Source: an optimization exercise on an open RTL-to-GDS flow (aim: a short achievable clock period and few clock cycles). Production flows keep margins and buffers that such runs may drop. The RTL was checked by simulation tests, not by an equivalence proof against the original design. Power is estimated from default activity; no workload was simulated.

==> flow/design.v, too long to show whole: its modules and the start of the top module <==
// module mini_alu_core: 742 lines
module mini_alu_core #(
    parameter int DATA_W  = 16,
    parameter int ADDR_W  = 8,
    parameter int DEPTH   = 254,
    parameter int IP_W    = 16,
    parameter int LED_W   = 8,
    localparam int INSTR_W = 4 + 3 * ADDR_W
) (
    input  logic               Clock,
    input  logic               Reset,
    input  logic               iRun,
    output logic [IP_W-1:0]    oIP,
    input  logic [INSTR_W-1:0] iInstruction,
    output logic [LED_W-1:0]   oLed,
    output logic               oBusy
);
  // ...
==> flow/flow/run.sh <==
#!/bin/bash
set -euo pipefail
bash standard.sh SETUP_SLACK_MARGIN=6.5 finish > standard_flow.log 2>&1
==> flow/standard.sh <==
#!/bin/bash
# synth_recipe.tcl (not shown) runs the flow's synth.tcl, then flattens the netlist and writes it again
# the make line also repeats each setting of config.mk as NAME=value (left out here)
make -C /OpenROAD-flow-scripts/flow DESIGN_CONFIG=/design/flow/config.mk WORK_HOME=/design/flow/orfs CLKGATE_MAP_FILE= SYNTH_SCRIPT=/design/flow/synth_recipe.tcl "${@:-finish}"
==> flow/config.mk <==
export PLATFORM = sky130hd
export DESIGN_NAME = mini_alu_core
export DESIGN_NICKNAME = mini_alu_core
export VERILOG_FILES = /design/flow/design.v
export SDC_FILE = /design/flow/constraint.sdc
export NUM_CORES = 4
export LEC_CHECK = 0
export CAP_MARGIN = 30
export CORE_MARGIN = 2
export CORE_UTILIZATION = 55
export CTS_CLUSTER_DIAMETER = 60
export CTS_CLUSTER_SIZE = 20
export SLEW_MARGIN = 40
export TNS_END_PERCENT = 100
==> flow/constraint.sdc <==
create_clock -name core_clock -period 10.0 [get_ports {Clock}]
set_input_delay 2.0000 -clock core_clock [delete_from_list [all_inputs] [get_ports {Clock}]]
set_output_delay 2.0000 -clock core_clock [all_outputs]
set_load 0.01 [all_outputs]
==> results.json, run 1 <==
{
  "run_status": "complete, no violations",
  "use_met1": 0.5277,
  "bufAreaShareNonClock": 0.07335,
  "largest_reg_flops": 4064,
  "pre_cts_slack_ns": 4.393,
  "synth_top_family_by_area": "multiplexers",
  "rsz0062_at_grt": "true",
  "crit_chain": "buf_6 > buf_12 > buf_8 > buf_6 > buf_6 > mux4_2 > mux2i_4 > o2111ai_2 > o211ai_1 > o2111ai_4",
  "reg2reg_slack_ns": 6.15,
  "synthesis.nets": 11750,
  "fin_area_sq_um": 247400,
  "clock_skew_ns": 0.05027,
  "routedWlPerCell_um": 45.79,
  "reg2reg_from": "ir_q[8]$_DFFE_PP_",
  "final_common_cell": "edfxtp_1",
  "clock-sinks": 4345,
  "intPower_w": 0.03346,
  "regMostFlops": "regs_q",
  "end_kind": "flip-flop",
  "path_class": "reg -> reg",
  "n_all_buffers": 1243,
  "r2r_end": "eOpA_q[2]$_DFFE_PP_",
  "finalSetupViolations": 0,
  "cts_tree": "yes",
  "place_area_sq_um": 219600,
  "clock_area_frac": 0.05231,
  "final_cell_mix": "edfxtp_1 (4281), mux4_2 (2100), mux2i_1 (672)",
  "grt.total_usage": 0.4071,
  "worst_pin_slew_ns": 0.9460,
  "dieArea_sq_um": 388500,
  "top_area_cell_class": "sequential cells",
  "fin_cells": 17580
}
Testbench counts, summed over its fixed seeds: cycles 27,199.
==> run 2, diff against run 1 <==
--- a/flow/design.v
+++ b/flow/design.v
@@ -43,16 +43,17 @@
     logic [DATA_W-1:0]     eOpA_q, eOpB_q;
     logic                  eFwdA_q, eFwdB_q;
     logic                  wWen_q, wMul_q;
     logic [ADDR_W-1:0]     wDst_q;
     logic [DATA_W-1:0]     wRes_q;
     logic [MUL_BITS-1:0]   mul_q;
     logic [DATA_W-1:0]     rl_q, rh_q;
     logic [LED_W-1:0]      led_q;
+    logic                  busy_q;       
     logic [DATA_W-1:0]     regs_q [DEPTH];
     logic [3:0]            fOp;
     logic [ADDR_W-1:0]     fDst;
     logic                  fPred;
     logic [IP_W-1:0]       pcp1;
     assign fOp  = iInstruction[27:24];
     assign fDst = iInstruction[23:16];
     assign pcp1 = pc_q + 1'b1;
@@ -668,16 +669,17 @@
             irV_q   <= 1'b0;
             kill_q  <= 1'b0;
             eWen_q  <= 1'b0;
             eLed_q  <= 1'b0;
             eBle_q  <= 1'b0;
             eMul_q  <= 1'b0;
             wWen_q  <= 1'b0;
             wMul_q  <= 1'b0;
+            busy_q  <= 1'b0;
             led_q   <= '0;
             rl_q    <= '0;
             rh_q    <= '0;
         end else begin
             if (iRun) begin
                 if (eMiss) begin
                     pc_q  <= eRedir_q;
                     irV_q <= 1'b0;
@@ -692,16 +694,17 @@
                     eBle_q <= 1'b0;
                     eMul_q <= 1'b0;
                 end else begin
                     eWen_q <= rWen;
                     eLed_q <= rLed;
                     eBle_q <= irV_q && (rOp == OP_BLE);
                     eMul_q <= irV_q && (rOp == OP_SMUL);
                 end
+                busy_q <= !rStall && !eMiss && irV_q && (rOp == OP_SMUL);
                 wWen_q <= eWenV;
                 wMul_q <= eMulV;
                 if (eLed_q && !kill_q) begin
                     led_q <= eLedPL_q ? mul_prod[LED_W-1:0] :
                              eLedPH_q ? mul_prod[DATA_W +: LED_W] :
                              eLedRL_q ? rl_q[LED_W-1:0] :
                              eLedRH_q ? rh_q[LED_W-1:0] : ma[LED_W-1:0];
                 end
@@ -733,10 +736,10 @@
             mul_q    <= mul_d;
         end
     end
     always_ff @(posedge Clock) begin
         if (wWen_q) regs_q[wDst_q] <= wRes_q;
     end
     assign oIP   = pc_q;
     assign oLed  = led_q;
-    assign oBusy = wMul_q;
+    assign oBusy = busy_q;
 endmodule
==> results.json, run 2 <==
{
  "run_status": "complete, no violations",
  "grt_overflow": 0,
  "worst_pin_slew_ns": 0.9953,
  "final_nets": 12330,
  "yosysTopAreaCellShare": 0.6102,
  "routedWlPerCell_um": 45.35,
  "dieArea_sq_um": 388000,
  "power_density_nw_per_um2": 197.8,
  "path_class": "reg -> reg",
  "grt_pass1_vias": 128500,
  "ys_ff_latch": 4346,
  "die_w_um": 622.9,
  "cts.clk_slew.worst_paths_ns": 0.08,
  "relSlewSlack": 0.3365,
  "clock-sinks": 4346,
  "p_leak_nw": 81.36,
  "peakVddDrop_mv": 0.2494,
  "die_y_um": 622.9,
  "synthDistinctLibCells": 82,
  "synth_ff_type": "edfxtp_1",
  "finalWirelength_mm": 794.0,
  "end_kind": "flip-flop",
  "clkLatencyLatePin_ns": 1.02,
  "drt_iter0_drc": 22260,
  "syn_area_per_cell_sq_um": 18.34,
  "largest_reg_flops": 4064,
  "reg_top3": "regs_q x4064, mul_q x78, ir_q x28",
  "cts_root_buf": "clkbuf_16",
  "drc": 0,
  "grt_pass1_wl_mm": 1062,
  "ys_seq_area_frac": 0.6179,
  "final_cell_mix": "edfxtp_1 (4281), mux4_2 (2105), mux2i_1 (737)",
  "final_common_cell": "edfxtp_1",
  "ant_nets": 0,
  "synth_edf_count": 4281,
  "start_util": 0.5519,
  "htreeDepth": 5,
  "synth.area.top_cells": "edfxtp_1 (61%), mux4_2 (23%), mux2i_1 (3.6%)",
  "rsz0062_at_grt": "true",
  "grt_max_degree": 179,
  "dpl.hpwl_mm": 436.1,
  "port_buffers": 55,
  "regMostFlops": "regs_q",
  "critPathMaxFanout": 27,
  "syn_area_sq_um": 210700,
  "hold_violations": 0,
  "whs_ns": 0.4626,
  "synthesis.nets": 11690,
  "yosysMostFrequentCell": "edfxtp_1",
  "core_area_sq_um": 381700,
  "syn_inst": 11490,
  "yosys.area.top_type": "edfxtp_1",
  "slew_violations": 0,
  "drive_above_1_share": 0.3746,
  "finalSetupViolations": 0,
  "period_share": 0.3904,
  "cp.arrival_ns": 4.66,
  "vias": 133000,
  "drv_cap": 0,
  "fin_crit_ns": 3.904,
  "cts_tree": "yes",
  "syn_to_final_growth_pct": 17.29,
  "firstDrtPassIters": 7,
  "critPathRequiredTime_ns": 10.75,
  "fin_setup_tns_ns": 0,
  "cts_buffers": 376,
  "synth_commonest_cells": "edfxtp_1 (4281), mux4_2 (2105), mux2i_1 (757)",
  "gp_congestion": 0.9329,
  "worst_setup_path_start_kind": "flip-flop",
  "async_flop_share": 0.01496,
  "n_fill_cell": 26050,
  "viasPerCell": 7.594,
  "fmax_mhz": 256.2,
  "clock_skew_ns": 0.05052,
  "cts_buffer_depth": 4,
  "num_rows": 227,
  "grt.total_usage": 0.4006,
  "ys_warn_count": 1,
  "min_path_type": "reg -> reg",
  "num_io_pins": 56,
  "antenna_found_initial": 74
}
[run 2: critical path: stages (launching register included)]
cell and delay (ns):
edfxtp_1 0.53, buf_12 0.25, buf_16 0.24, mux4_2 0.35
mux4_2 0.60, mux2_4 0.31, a22oi_2 0.41, a21oi_4 0.15
a21oi_2 0.14, nor2_1 0.07, or4_1 0.50
[run 2: logic make-up after synthesis]
family	share of synthesized area
AO/OA/AOI/OAI	0.04742
XOR/XNOR	0.004822
adder cells (fa/ha/maj)	0.01418
buffers and inverters	0.02517
flip-flops	0.6179
multiplexers	0.2644
AND/OR/NAND/NOR	0.02610
[run 2: final cells by class]
class | count | area, sq um | share of cell area
Sequential cell | 4346 | 130200 | 0.5268
Multi-Input combinational cell | 6018 | 78500 | 0.3177
Timing Repair inverter | 3 | 25.02 | 0.0001013
Antenna cell | 30 | 75.07 | 0.0003038
Clock inverter | 295 | 3520 | 0.01424
Tap cell | 5038 | 6304 | 0.02551
Timing Repair Buffer | 1217 | 17960 | 0.07267
Inverter | 160 | 726.9 | 0.002942
Clock buffer | 402 | 9814 | 0.03972
[run 2: metal layers]
| layer | share of wire | up-vias | global-route usage |
|---|---|---|---|
| met5 | 0.00079 | - | 0.003457 |
| met4 | 0.078 | 60 | 0.2457 |
| met3 | 0.13 | 2167 | 0.1099 |
| met2 | 0.45 | 10170 | 0.6059 |
| met1 | 0.34 | 70530 | 0.5213 |
| li1 | - | 50030 | - |
[run 2: power by group]
part / leakage (nW) / internal [W] / switching (W) / total (W)
Clock: 6.46 / 0.00808 / 0.00783 / 0.0159
Sequential: 39.4 / 0.0222 / 0.000289 / 0.0225
Combinational: 35.4 / 0.00350 / 0.00696 / 0.0105
[run 2: worst paths after layout]
kind | from | endpoint | slack, ns | cells after the start
max | ir_q[5]$_DFFE_PP_ | eOpB_q[0]$_DFFE_PP_ | 6.10 | 10
max in group asynchronous | Reset | pc_q[9]$_DFFE_PP0P_ | 7.90 | 3
min in group asynchronous | Reset | rl_q[0]$_DFFE_PP0P_ | 1.57 | 3
min | ir_q[16]$_DFFE_PP_ | eDst_q[0]$_DFFE_PP_ | 0.46 | 0
min reg2reg | ir_q[16]$_DFFE_PP_ | eDst_q[0]$_DFFE_PP_ | 0.46 | 0
max reg2reg | ir_q[5]$_DFFE_PP_ | eOpB_q[0]$_DFFE_PP_ | 6.10 | 10
[run 2: repair_timing]
action / 4_1_cts / 5_1_grt
gates cloned: 169 / 42
hold endpoints to repair: 0 / 0
buffers inserted: 252 / 125
setup endpoints to repair: 190 / 139
hold buffers: 0 / 0
pin swaps: 60 / 76
gates resized for setup: 964 / 246
[run 2: metrics by stage]
step / area, sq um / power [W] / instances / setup slack [ns] / util
final: 247100 / 0.04888 / 17510 / 6.096 / 0.6473
after global routing: 247000 / 0.04996 / 17480 / 6.136 / 0.6472
after CTS: 243700 / 0.04818 / 17300 / 6.183 / 0.6384
after detailed placement: 219300 / 0.03155 / 16180 / 4.062 / 0.5746
after global placement: 218500 / 0.03125 / 16150 / 3.583 / 0.5724
after floorplan: 210800 / 0.02812 / 11490 / 3.837 / -
Testbench counts of run 2, summed over its fixed seeds: cycles 27,199.
==> run 3, diff against run 2 <==
==> flow/flow/run.sh (replaced) <==
#!/bin/bash
set -euo pipefail
bash standard.sh SETUP_SLACK_MARGIN=6.8 finish > standard_flow.log 2>&1
==> results.json, run 3 <==
{
  "final_cell_mix": "edfxtp_1 (4281), mux4_2 (2105), mux2i_1 (729)",
  "r2r_cells": 9,
  "final_nets": 12530,
  "end_kind": "flip-flop",
  "critPathMaxFanout": 12,
  "largest_reg_flops": 4064,
  "die_y_um": 622.9,
  "finalSetupViolations": 0,
  "path_class": "reg -> reg",
  "finalWirelength_mm": 810.3,
  "switching_share": 0.3116,
  "grt_overflow": 0,
  "htreeDepth": 5,
  "ctsHoldBuffers": 0,
  "fin_crit_ns": 3.991,
  "async_flop_share": 0.01496,
  "fmax_mhz": 250.6,
  "syn_inst": 11490,
  "cts_tree": "yes",
  "period_share": 0.3991,
  "viasPerCell": 7.605,
  "clkPwrFrac": 0.325,
  "holdPathStages": 0,
  "final_common_cell": "edfxtp_1",
  "num_rows": 227,
  "synthesis.nets": 11690,
  "num_io_pins": 56,
  "cts.clk_slew.worst_paths_ns": 0.08,
  "yosysTopAreaCellShare": 0.6102,
  "synthDistinctLibCells": 82,
  "vias": 134900,
  "cp.arrival_ns": 4.64,
  "relSlewSlack": 0.3174,
  "synth_compound_area_frac": 0.04742,
  "ys_ff_latch": 4346,
  "syn_area_sq_um": 210700,
  "clock-sinks": 4346,
  "slew_violations": 0,
  "ys_seq_area_frac": 0.6179,
  "grt_pass1_vias": 129400,
  "critPathRequiredTime_ns": 10.65,
  "regMostFlops": "regs_q",
  "power_density_nw_per_um2": 198.5,
  "fin_setup_tns_ns": 0,
  "clock_skew_ns": 0.06534,
  "peakVddDrop_mv": 0.2876,
  "min_path_type": "reg -> reg",
  "synth_commonest_cells": "edfxtp_1 (4281), mux4_2 (2105), mux2i_1 (757)",
  "cts_buffer_depth": 4,
  "grt.total_usage": 0.4088,
  "hold_violations": 0,
  "ys_warn_count": 1,
  "port_buffers": 55,
  "drv_cap": 0,
  "power_frac_comb": 0.223,
  "die_w_um": 622.9,
  "synth-xor-area-share": 0.004822,
  "hold_end": "eDst_q[4]$_DFFE_PP_",
  "synth_fa_ha_area_frac": 0.01418,
  "hold_start": "ir_q[20]$_DFFE_PP_",
  "syn_to_final_growth_pct": 19.19,
  "synth_edf_count": 4281,
  "cts_buffers": 390,
  "run_status": "complete, no violations",
  "routedWlPerCell_um": 45.67,
  "yosys.area.top_type": "edfxtp_1",
  "yosysMostFrequentCell": "edfxtp_1",
  "dpl.hpwl_mm": 448.0,
  "switchingPower_w": 0.01553,
  "dpl.cell_count": 16180,
  "intPower_w": 0.03431,
  "start_util": 0.5519,
  "ant_nets": 0,
  "worst_setup_path_start_kind": "flip-flop",
  "clkLatencyLatePin_ns": 1.06,
  "worst_pin_slew_ns": 1.018,
  "antenna_found_initial": 70,
  "reg_top3": "regs_q x4064, mul_q x78, ir_q x28",
  "reg2reg_from": "ir_q[2]$_DFFE_PP_",
  "dieArea_sq_um": 388000,
  "synthSimpleGateAreaFrac": 0.02610,
  "grt_max_degree": 175,
  "seqPwrFrac": 0.451,
  "synth.area.top_cells": "edfxtp_1 (61%), mux4_2 (23%), mux2i_1 (3.6%)",
  "gp_congestion": 0.9596,
  "reg2reg_slack_ns": 6.01,
  "synth.area.mux_share": 0.2644,
  "syn_area_per_cell_sq_um": 18.34,
  "grt_pass1_wl_mm": 1081,
  "drc": 0,
  "drive_above_1_share": 0.4004,
  "rsz0062_at_grt": "true",
  "r2r_end": "eOpB_q[1]$_DFFE_PP_",
  "synth_ff_type": "edfxtp_1",
  "cts_root_buf": "clkbuf_16",
  "core_area_sq_um": 381700,
  "firstDrtPassIters": 7,
  "fin_cells": 17740,
  "drt_iter0_drc": 22490,
  "startpoint": "ir_q[2]$_DFFE_PP_",
  "p_leak_nw": 82.94,
  "synth_top_family_by_area": "multiplexers"
}
==> run 3: changes by cell type in the layout (fill, tap and decap cells not counted), moves of 21 or more <==
cell | before | now
nor2_4 | 41 | 74
buf_4 | 608 | 719
nor2_2 | 205 | 177
buf_8 | 33 | 54
a21oi_2 | 18 | 41
buf_12 | 129 | 151
a21oi_1 | 335 | 306
==> run 3: cells by family (layout without fill, tap and decap cells) <==
family,after synthesis,count (layout)
other cells,0,43
fa+ha+maj,191,191
simple gates,1258,1263
buf+inv,1124,2295
compound gates,1526,1526
mux,2926,2926
flops,4346,4346
xor+xnor,116,116
==> run 3: worst max-delay path, cell delays in order (launching register included) <==
cell      delay (ns)
edfxtp_1        0.37
buf_6           0.13
buf_12          0.22
buf_16          0.19
mux4_2          0.52
mux4_2          0.64
mux4_2          0.74
nand2b_4        0.25
nand3_4         0.15
o211ai_1        0.37
==> run 3: worst max path at each step <==
stage	to	slack, ns
final	eOpB_q[1]$_DFFE_PP_	6.01
after global routing	eOpA_q[11]$_DFFE_PP_	6.01
after CTS	eOpB_q[1]$_DFFE_PP_	6.13
after detailed placement	eOpB_q[1]$_DFFE_PP_	4.47
after global placement	eOpA_q[9]$_DFFE_PP_	3.80
after floorplan	pc_q[10]$_DFFE_PP0P_	3.84
==> run 3: layer usage <==
metal	track usage	vias to the layer above	share of wire	routed length [um]
met5	0.005309	-	0.00072	580
met4	0.2578	46	0.079	63780
met3	0.1187	2324	0.13	105800
met2	0.6154	10690	0.45	366500
met1	0.5268	71380	0.34	273600
li1	-	50500	-	-
==> run 3: power by group through the flow <==
stage / clock network [W] / logic (W) / registers [W]
global placement: 0 / 0.00842 / 0.0229
floorplan: 0 / 0.00397 / 0.0242
detailed placement: 0 / 0.00872 / 0.0229
finish: 0.0162 / 0.0111 / 0.0225
global route: 0.0169 / 0.0115 / 0.0225
CTS: 0.0163 / 0.0101 / 0.0225
==> run 3: per-stage QoR <==
stage / cell area [sq um] / util / total power, W / setup slack (ns) / hold WS (ns)
2_1_floorplan: 210800 / - / 0.02812 / 3.837 / 0.4222
3_3_place_gp: 218400 / 0.5722 / 0.03133 / 3.796 / 0.4688
3_5_place_dp: 219500 / 0.5750 / 0.03163 / 4.474 / 0.4728
4_1_cts: 246000 / 0.6443 / 0.04889 / 6.128 / 0.4911
5_1_grt: 251000 / 0.6576 / 0.05091 / 6.011 / 0.5013
6_report: 251100 / 0.6578 / 0.04984 / 6.009 / 0.4906
==> run 3: layout make-up <==
cell class,count,area (sq um)
diodes,43,107.6
clock buffers,417,10070
multi-input cells,6022,80010
fillers,25470,130600
clock inverters,312,3595
flip-flops and latches,4346,130200
inverters,160,701.9
repair inverters,4,36.28
repair buffers,1402,20100
well taps,5038,6304
==> run 3: timing repair <==
item	4_1_cts	5_1_grt
gates resized for setup	1111	420
buffers inserted	320	237
endpoints found under the hold margin	0	0
pin swaps	111	159
cloned	184	43
setup endpoints to repair	714	499

-- re-timing with driven ports --
In the flow no input, the clock included, has a driving cell. The finished layouts below were timed again as built, in two steps. Step 1, drivers: a clkbuf_16 drives Clock and a buf_2 each remaining input, both assumed. Step 2 also shifts input and output timing later by t, the mid clock arrival at the registers, as if the neighbouring blocks saw the same clock. Slacks: ideal / step 1 / step 2; pairs: ideal / step 1.
run | t (ns) | setup slack, ns | worst hold slack (ns) | latest minus earliest clock arrival (ns) | worst data-port slew with drivers (ns)
run 1 | 1.121 | 6.153 / 6.153 / 5.594 | 0.501 / 0.501 / 0.501 | 0.057 / 0.057 | 0.09
run 2 | 1.105 | 6.096 / 6.096 / 5.576 | 0.463 / 0.463 / 0.463 | 0.057 / 0.056 | 0.28
run 3 | 1.147 | 6.009 / 6.009 / 5.683 | 0.491 / 0.491 / 0.491 | 0.067 / 0.067 | 0.52
After both steps every run listed still meets setup and hold. The setup slack of run 1, which loses most, moves by 0.000 ns with the drivers and by -0.559 ns with both steps.
